Background: an optimization exercise with open tools, aiming at small area. Do not read the settings as production practice.
Only simulation tests tie the RTL to the original design; equivalence was not proved.
No activity file was given, so power comes from the tool's default toggle rates.

## job 248
==> flow/design.v <==
`default_nettype none
module vfu_ctrl
(
    input  logic [4:0] opcode,
    input  logic [2:0] funct,
    output logic       c_min,
    output logic       c_max,
    output logic       c_eq,
    output logic       c_lt,
    output logic       c_le,
    output logic       c_sgnj,
    output logic       c_sgnjn,
    output logic       c_sgnjx,
    output logic       c_skew,
    output logic       c_trans,
    output logic       c_bcast,
    output logic       c_asel
);
    assign c_min   = opcode == 5'd0;
    assign c_max   = opcode == 5'd1;
    assign c_eq    = opcode == 5'd2;
    assign c_lt    = opcode == 5'd3;
    assign c_le    = opcode == 5'd4;
    assign c_sgnj  = opcode == 5'd5;
    assign c_sgnjn = opcode == 5'd6;
    assign c_sgnjx = opcode == 5'd7;
    assign c_skew  = (opcode == 5'd8) && (funct == 3'd0);
    assign c_trans = (opcode == 5'd8) && (funct == 3'd1);
    assign c_bcast = (funct == 3'd5) && (opcode[4:3] == 2'b00);
    assign c_asel  = (funct == 3'd5);
endmodule
`default_nettype wire
`default_nettype none
module vfu_magcmp
(
    input  logic [30:0] a,
    input  logic [30:0] b,
    output logic        lt,
    output logic        gt
);
    localparam int GS = 8;
    localparam int NG = 4;
    logic [NG*GS-1:0] aa, bb;
    logic [NG-1:0]    gl, gg;
    assign aa = {{(NG*GS-31){1'b0}}, a};
    assign bb = {{(NG*GS-31){1'b0}}, b};
    for (genvar k = 0; k < NG; k++) begin : g_grp
        logic [GS:0] lc, gc;
        assign lc[0] = 1'b0;
        assign gc[0] = 1'b0;
        for (genvar i = 0; i < GS; i++) begin : g_r
            assign lc[i+1] = (~aa[GS*k+i] & bb[GS*k+i]) | (~(aa[GS*k+i] & ~bb[GS*k+i]) & lc[i]);
            assign gc[i+1] = (aa[GS*k+i] & ~bb[GS*k+i]) | (~(~aa[GS*k+i] & bb[GS*k+i]) & gc[i]);
        end
        assign gl[k] = lc[GS];
        assign gg[k] = gc[GS];
    end
    localparam int NP = (NG <= 1) ? 1 : (NG <= 2) ? 2 : (NG <= 4) ? 4 : (NG <= 8) ? 8 : 16;
    logic [2*NP-2:0] tl, tg;
    for (genvar k = 0; k < NP; k++) begin : g_leaf
        if (k < NG) begin : g_v
            assign tl[NP-1+k] = gl[k];
            assign tg[NP-1+k] = gg[k];
        end else begin : g_z
            assign tl[NP-1+k] = 1'b0;
            assign tg[NP-1+k] = 1'b0;
        end
    end
    for (genvar n = 0; n < NP-1; n++) begin : g_node
        assign tl[n] = tl[2*n+2] | (~tg[2*n+2] & tl[2*n+1]);
        assign tg[n] = tg[2*n+2] | (~tl[2*n+2] & tg[2*n+1]);
    end
    assign lt = tl[0];
    assign gt = tg[0];
endmodule
`default_nettype wire
`default_nettype none
module vfu_lane
#(
    parameter int K = 0
)
(
    input  logic        en,
    input  logic        c_min,
    input  logic        c_max,
    input  logic        c_eq,
    input  logic        c_lt,
    input  logic        c_le,
    input  logic        c_sgnj,
    input  logic        c_sgnjn,
    input  logic        c_sgnjx,
    input  logic        c_skew,
    input  logic        c_trans,
    input  logic        c_bcast,
    input  logic        c_asel,
    input  logic        funct0,
    input  logic        opcode3,
    input  logic [31:0] a,       
    input  logic [31:0] a0,      
    input  logic        a0_nan,
    input  logic        a0_zero,
    input  logic [31:0] b,
    input  logic [31:0] ts,      
    input  logic [31:0] ss,      
    input  logic [31:0] q,
    output logic        a_nan_o,
    output logic        a_zero_o,
    output logic [31:0] d
);
    localparam bit DIAG  = (K == 0) || (K == 4) || (K == 8);
    localparam bit TSRC  = (K == 1) || (K == 2) || (K == 3) || (K == 5) || (K == 6) || (K == 7);
    localparam bit SSRC  = (K == 1) || (K == 2) || (K == 3) || (K == 6);
    localparam bit SA0   = (K == 5) || (K == 7);
    localparam bit SNEG  = (K == 2) || (K == 3) || (K == 7);
    logic        use_a0;
    logic [31:0] ae;
    logic        an_raw, az_raw, an, az, bn;
    logic        lt, gt, eq;
    logic        sa, sb, sd;
    logic        ltm, zm, unord, nn;
    logic        f_lt, f_eq, f_le, flag;
    logic        mm, mm_a, mm_b;
    logic        sel_a, sel_b, sel_t, sel_s, nn_mm;
    assign an_raw   = (a[30:23] == 8'hff) && (a[22:0] != '0);
    assign az_raw   = (a[30:0] == '0);
    assign a_nan_o  = an_raw;
    assign a_zero_o = az_raw;
    if (K == 0) begin : g_l0
        assign use_a0 = 1'b1;
        assign ae     = a;
        assign an     = an_raw;
        assign az     = az_raw;
    end else begin : g_ln
        if (SA0) begin : g_sa0
            assign use_a0 = c_asel | ((funct0) & opcode3);
        end else begin : g_nsa0
            assign use_a0 = c_asel;
        end
        assign ae = use_a0 ? a0 : a;
        assign an = use_a0 ? a0_nan : an_raw;
        assign az = use_a0 ? a0_zero : az_raw;
    end
    assign bn = (b[30:23] == 8'hff) && (b[22:0] != '0);
    vfu_magcmp u_cmp (.a(ae[30:0]), .b(b[30:0]), .lt(lt), .gt(gt));
    assign eq = ~(lt | gt);
    assign sa = ae[31];
    assign sb = b[31];
    assign sd = sa ^ sb;
    assign ltm   = sd ? sa : (sa ? gt : lt);
    assign zm    = eq & az;
    assign unord = an | bn;
    assign nn    = an & bn;
    assign f_lt = ~unord & ltm & ~zm;
    assign f_eq = ~unord & ((~sd & eq) | zm);
    assign f_le = f_lt | f_eq;
    assign flag = (c_eq & f_eq) | (c_lt & f_lt) | (c_le & f_le);
    assign mm   = c_min | c_max;
    assign mm_a = c_min ? (~an & (bn | ltm)) : (~nn & ~(~bn & (an | ltm)));
    assign mm_b = ~nn & ~mm_a;
    assign nn_mm = mm & nn;
    assign sel_a = (mm & mm_a) | c_sgnj | c_sgnjn | c_sgnjx
                 | (DIAG ? c_trans : 1'b0) | (SA0 ? c_skew : 1'b0);
    assign sel_b = mm & mm_b;
    assign sel_t = TSRC ? c_trans : 1'b0;
    assign sel_s = SSRC ? c_skew : 1'b0;
    logic s_a, s_an, s_b, s_bn, s_x;
    assign s_a  = en & ((mm & mm_a) | (DIAG ? c_trans : 1'b0) | ((SA0 && !SNEG) ? c_skew : 1'b0));
    assign s_an = en & ((SA0 && SNEG) ? c_skew : 1'b0);
    assign s_b  = en & ((mm & mm_b) | c_sgnj);
    assign s_bn = en & c_sgnjn;
    assign s_x  = en & c_sgnjx;
    logic ea, eb, et, es, en_n;
    assign ea   = en & sel_a;
    assign eb   = en & sel_b;
    assign et   = en & sel_t;
    assign es   = en & sel_s;
    assign en_n = ~en;
    assign d[31]    = (s_a & sa) | (s_an & ~sa) | (s_b & sb) | (s_bn & ~sb) | (s_x & sd)
                    | (et & ts[31]) | (es & (ss[31] ^ SNEG)) | (en_n & q[31]);
    assign d[30:23] = ({8{ea}} & ae[30:23]) | ({8{eb}} & b[30:23]) | ({8{et}} & ts[30:23])
                    | ({8{es}} & ss[30:23]) | ({8{en_n}} & q[30:23]) | {8{en & nn_mm}};
    assign d[22]    = (ea & ae[22]) | (eb & b[22]) | (et & ts[22]) | (es & ss[22])
                    | (en_n & q[22]) | (en & nn_mm);
    assign d[21:1]  = ({21{ea}} & ae[21:1]) | ({21{eb}} & b[21:1]) | ({21{et}} & ts[21:1])
                    | ({21{es}} & ss[21:1]) | ({21{en_n}} & q[21:1]);
    assign d[0]     = (ea & ae[0]) | (eb & b[0]) | (et & ts[0]) | (es & ss[0])
                    | (en_n & q[0]) | (en & flag);
endmodule
`default_nettype wire
`default_nettype none
module vfu_top
(
    input  logic                     clk,
    input  logic                     rst_n,
    input  logic                     en,
    input  logic [16*32-1:0] vec_a,
    input  logic [16*32-1:0] vec_b,
    input  logic [4:0]               opcode,
    input  logic [2:0]               funct,
    output logic [16*32-1:0] vec_out,
    output logic                     out_valid
);
    logic c_min, c_max, c_eq, c_lt, c_le, c_sgnj, c_sgnjn, c_sgnjx;
    logic c_skew, c_trans, c_bcast, c_asel;
    logic [16-1:0]    a_nan, a_zero;
    logic [16*32-1:0] d;
    vfu_ctrl u_ctrl (
        .opcode  (opcode),
        .funct   (funct),
        .c_min   (c_min),
        .c_max   (c_max),
        .c_eq    (c_eq),
        .c_lt    (c_lt),
        .c_le    (c_le),
        .c_sgnj  (c_sgnj),
        .c_sgnjn (c_sgnjn),
        .c_sgnjx (c_sgnjx),
        .c_skew  (c_skew),
        .c_trans (c_trans),
        .c_bcast (c_bcast),
        .c_asel  (c_asel)
    );
    for (genvar i = 0; i < 16; i++) begin : g_lane
        localparam int TS = (i < 9) ? 3 * (i % 3) + (i / 3) : i;
        localparam int SS = (i == 1 || i == 3) ? 2 : (i == 2 || i == 6) ? 1 : i;
        vfu_lane #(.K(i)) u_lane (
            .en       (en),
            .c_min    (c_min),
            .c_max    (c_max),
            .c_eq     (c_eq),
            .c_lt     (c_lt),
            .c_le     (c_le),
            .c_sgnj   (c_sgnj),
            .c_sgnjn  (c_sgnjn),
            .c_sgnjx  (c_sgnjx),
            .c_skew   (c_skew),
            .c_trans  (c_trans),
            .c_bcast  (c_bcast),
            .c_asel   (c_asel),
            .funct0   (funct == 3'd0),
            .opcode3  (opcode[3]),
            .a        (vec_a[32*i +: 32]),
            .a0       (vec_a[31:0]),
            .a0_nan   (a_nan[0]),
            .a0_zero  (a_zero[0]),
            .b        (vec_b[32*i +: 32]),
            .ts       (vec_a[32*TS +: 32]),
            .ss       (vec_a[32*SS +: 32]),
            .q        (vec_out[32*i +: 32]),
            .a_nan_o  (a_nan[i]),
            .a_zero_o (a_zero[i]),
            .d        (d[32*i +: 32])
        );
    end
    always_ff @(posedge clk or negedge rst_n) begin
        if (!rst_n) begin
            vec_out   <= '0;
            out_valid <= 1'b0;
        end else begin
            vec_out   <= d;
            out_valid <= en;
        end
    end
endmodule
`default_nettype wire
clock: 6.0 ns
lec_check: 0
cap_margin: 20
core_area: 5 5 515 515
die_area: 0 0 520 520
slew_margin: 20
standard.sh (not shown) runs the stock make flow with config.mk's settings and CLKGATE_MAP_FILE= SYNTH_SCRIPT=/design/flow/synth_recipe.tcl, a recipe that flattens the netlist after the stock synthesis.
==> flow/flow/run.sh <==
#!/bin/bash
# Own layout flow: the standard ORFS flow, with two changes:
#  - synthesis maps with an area-oriented ABC script (synth_area.tcl);
#    registers are untouched since ABC runs on the combinational logic only.
#  - port buffers use sky130_fd_sc_hd__buf_1 instead of the default cell.
#  - clock tree: smaller buffers, larger sink clusters, no dummy loads.
set -euo pipefail
W=$(pwd)
F=$W/flow
export MY_ABC_SCRIPT=$F/abc_area.script
CTS_ARGS="-sink_clustering_enable -repair_clock_nets -dont_use_dummy_load"
CTS_ARGS+=" -buf_list sky130_fd_sc_hd__clkbuf_8 -sink_clustering_size 20 -sink_clustering_max_diameter 60"
bash $W/standard.sh \
  SYNTH_SCRIPT=$F/synth_area.tcl \
  "BUFFER_PORTS_ARGS=-buffer_cell sky130_fd_sc_hd__buf_1" \
  "CTS_ARGS=$CTS_ARGS" \
  finish > $W/flow_make.log 2>&1
==> flow/flow/abc_area.script <==
strash
&get -n
&st
&dch
&nf -R 1000
&put
mfs2
strash
&get -n
&st
&dch
&nf -R 1000
&put
topo
==> flow/flow/synth_area.tcl <==
# Same as synth_recipe.tcl, but ABC maps with the script named by MY_ABC_SCRIPT.
proc abc {args} {
  set i [lsearch -exact $args -script]
  if { $i >= 0 } { lset args [expr {$i + 1}] $::env(MY_ABC_SCRIPT) }
  yosys abc {*}$args
}
source [file dirname [file normalize [info script]]]/../synth_recipe.tcl
Setup changes, job 248 to job 8791
--- a/flow/flow/abc_area.script
+++ b/flow/flow/abc_area.script
@@ -7 +6,0 @@
-mfs2
--- outcome ---
[job 8791 vs job 248] sequential share of layout area: higher in job 8791. Job 8791 vs. job 248: first-pass GRT wire length lower; combinational cell fraction of total power went down. After detailed routing, job 248 needs more wire than job 8791. Job 8791 vs. job 248: share of the clock period used by the worst path after layout rose by 0.63 points; worst setup margin -0.038 ns. Job 8791 vs job 248, instance count: job 8791 lower. Looking at portion of total power attributed to the clock network, job 8791 sits 0.2 points lower than job 248 does. On job 8791: utilization is 0.28 points lower than what job 248 gave. Job 8791 vs job 248, number of iterations in the first detailed-routing pass went up by 3. Job 8791: placed instance area 1.3% below job 248.
The inputs of job 2290 differ from those of job 8791 as listed below.
# job 8791
export LEC_CHECK = 0
export CAP_MARGIN = 20
export CORE_AREA = 5 5 515 515
export DIE_AREA = 0 0 520 520
export SLEW_MARGIN = 20
create_clock -name core_clock -period 6.0 [get_ports {clk}]
# job 2290
export LEC_CHECK = 0
export CAP_MARGIN = 20
export CORE_AREA = 5 5 515 515
export DIE_AREA = 0 0 520 520
export PLACE_DENSITY = 0.75
export SLEW_MARGIN = 20
create_clock -name core_clock -period 6.0 [get_ports {clk}]
==> run summary <==
- Job 2290 finished every step from synthesis to the final layout, and the layout passed the timing, design-rule and antenna checks.
- | power attributed to sequential cells | job 8791 vs job 2290 | ≈ equal |
- Compared job 2290 vs job 8791, and worst supply voltage drop on vdd is down in job 2290.
- There was hardly any difference in fraction of the core area covered by cells at the end of the flow between job 8791 and job 2290.
- Reported for job 2290 and job 8791, post-CTS setup buffer count turned out identical to the last digit.
- As of job 2290, via count had risen by a few percent compared to job 8791.
- On global-route wire length before repair, the higher figure sits with job 2290, not job 8791.
- Compared with job 8791, job 2290 shows peak fanout along the critical path higher by 7.
- Job 8791 -> job 2290: via count of the first global-routing pass increased slightly
- Total net switching power: lower on job 8791
- Against job 8791, job 2290 reports a post-detailed-route wirelength per cell that is higher.
Here is what was changed in the inputs of job 1048 compared with job 2290.
# job 2290
export LEC_CHECK = 0
export CAP_MARGIN = 20
export CORE_AREA = 5 5 515 515
export DIE_AREA = 0 0 520 520
export PLACE_DENSITY = 0.75
export SLEW_MARGIN = 20
create_clock -name core_clock -period 6.0 [get_ports {clk}]
# job 1048
export LEC_CHECK = 0
export CAP_MARGIN = 20
export CORE_AREA = 5 5 475 475
export DIE_AREA = 0 0 480 480
export SLEW_MARGIN = 20
create_clock -name core_clock -period 6.0 [get_ports {clk}]
--- outcome ---
Taking job 2290 as the reference, in job 1048 placed standard-cell area went down by about 0.4%; routed wire length dropped about 8%; core utilization went up.
Compared with job 2290, job 1048 shows overall power lower by 0.31%.
Taking job 2290 as the reference, in job 1048 clock buffer count in the final layout has increased; buffer share of cell area has increased.
From job 2290 to job 1048 the numbers moved as follows: worst slack at placement picked up an extra 0.091 ns; overall die width dropped 7.7%; placed cell count shrank by about 4.4%; setup slack higher; number of antenna violations at the first check in global routing decreased 88.
> inputs changed (job 1048 -> job 5720)
# job 1048
export LEC_CHECK = 0
export CAP_MARGIN = 20
export CORE_AREA = 5 5 475 475
export DIE_AREA = 0 0 480 480
export SLEW_MARGIN = 20
create_clock -name core_clock -period 6.0 [get_ports {clk}]
# job 5720
export LEC_CHECK = 0
export CAP_MARGIN = 20
export CORE_AREA = 5 5 515 515
export DIE_AREA = 0 0 520 520
export PLACE_DENSITY = 0.75
export SLEW_MARGIN = 20
create_clock -name core_clock -period 6.0 [get_ports {clk}]
--- a/flow/flow/run.sh
+++ b/flow/flow/run.sh
@@ -12 +12 @@
-CTS_ARGS+=" -buf_list sky130_fd_sc_hd__clkbuf_8 -sink_clustering_size 20 -sink_clustering_max_diameter 60"
+CTS_ARGS+=" -buf_list sky130_fd_sc_hd__clkbuf_8 -sink_clustering_size 22 -sink_clustering_max_diameter 65"
--- outcome ---
Every run (job 1048 and job 5720) finished clean.
Sort job 1048 and job 5720 by part of the power in combinational logic, descending, and job 5720 comes first.
Compared with job 1048, job 5720 shows a higher post-route minimum period.
In the reports for job 1048 and job 5720, the larger non-clock buffer total of the final layout belongs to job 1048.
The final area of job 5720 and that of job 1048 are within noise of each other.
The fraction of layout instances using a drive strength above 1 in job 5720 was lower than what job 1048 gave.
Job 5720 against job 1048: number of DRC violations after detailed-routing iteration 0 up 1799; via-per-instance ratio dropped about 1.1%.

## port drivers added, routing unchanged
The results above use ideal ports. As a check the final layouts listed here were re-extracted and re-timed, cells and wires unchanged. Step 1: set_driving_cell puts a clkbuf_16 on clk and a buf_2 on each other input, an assumption about the parent block. Step 2 times the ports against the registers' clock, not the clock port: input delays grow and output delays shrink by t, the midpoint of the rising clock arrivals with the driver on. Three values: ideal ports, drivers, drivers and shift; two values: the first two.
run | shift t [ns] | setup WS [ns] | worst setup path after step 2 | clock arrival spread, ns | worst slew at a driven data input, ns
job 248 | 0.885 | 0.619 / 0.668 / -0.217 | input to register | 0.169 / 0.169 | 0.37
job 8791 | 0.875 | 0.581 / 0.633 / -0.242 | input to register | 0.140 / 0.140 | 0.45
job 2290 | 0.901 | 0.375 / 0.431 / -0.471 | input to register | 0.130 / 0.129 | 0.45
job 1048 | 0.888 | 0.597 / 0.659 / -0.229 | input to register | 0.129 / 0.128 | 0.43
job 5720 | 0.852 | 0.363 / 0.415 / -0.437 | input to register | 0.132 / 0.132 | 0.41
With both steps, setup timing fails in every run listed, where it was met with ideal ports. For job 2290, which loses most, drivers alone change the setup slack by +0.056 ns; drivers and shift together by -0.846 ns.
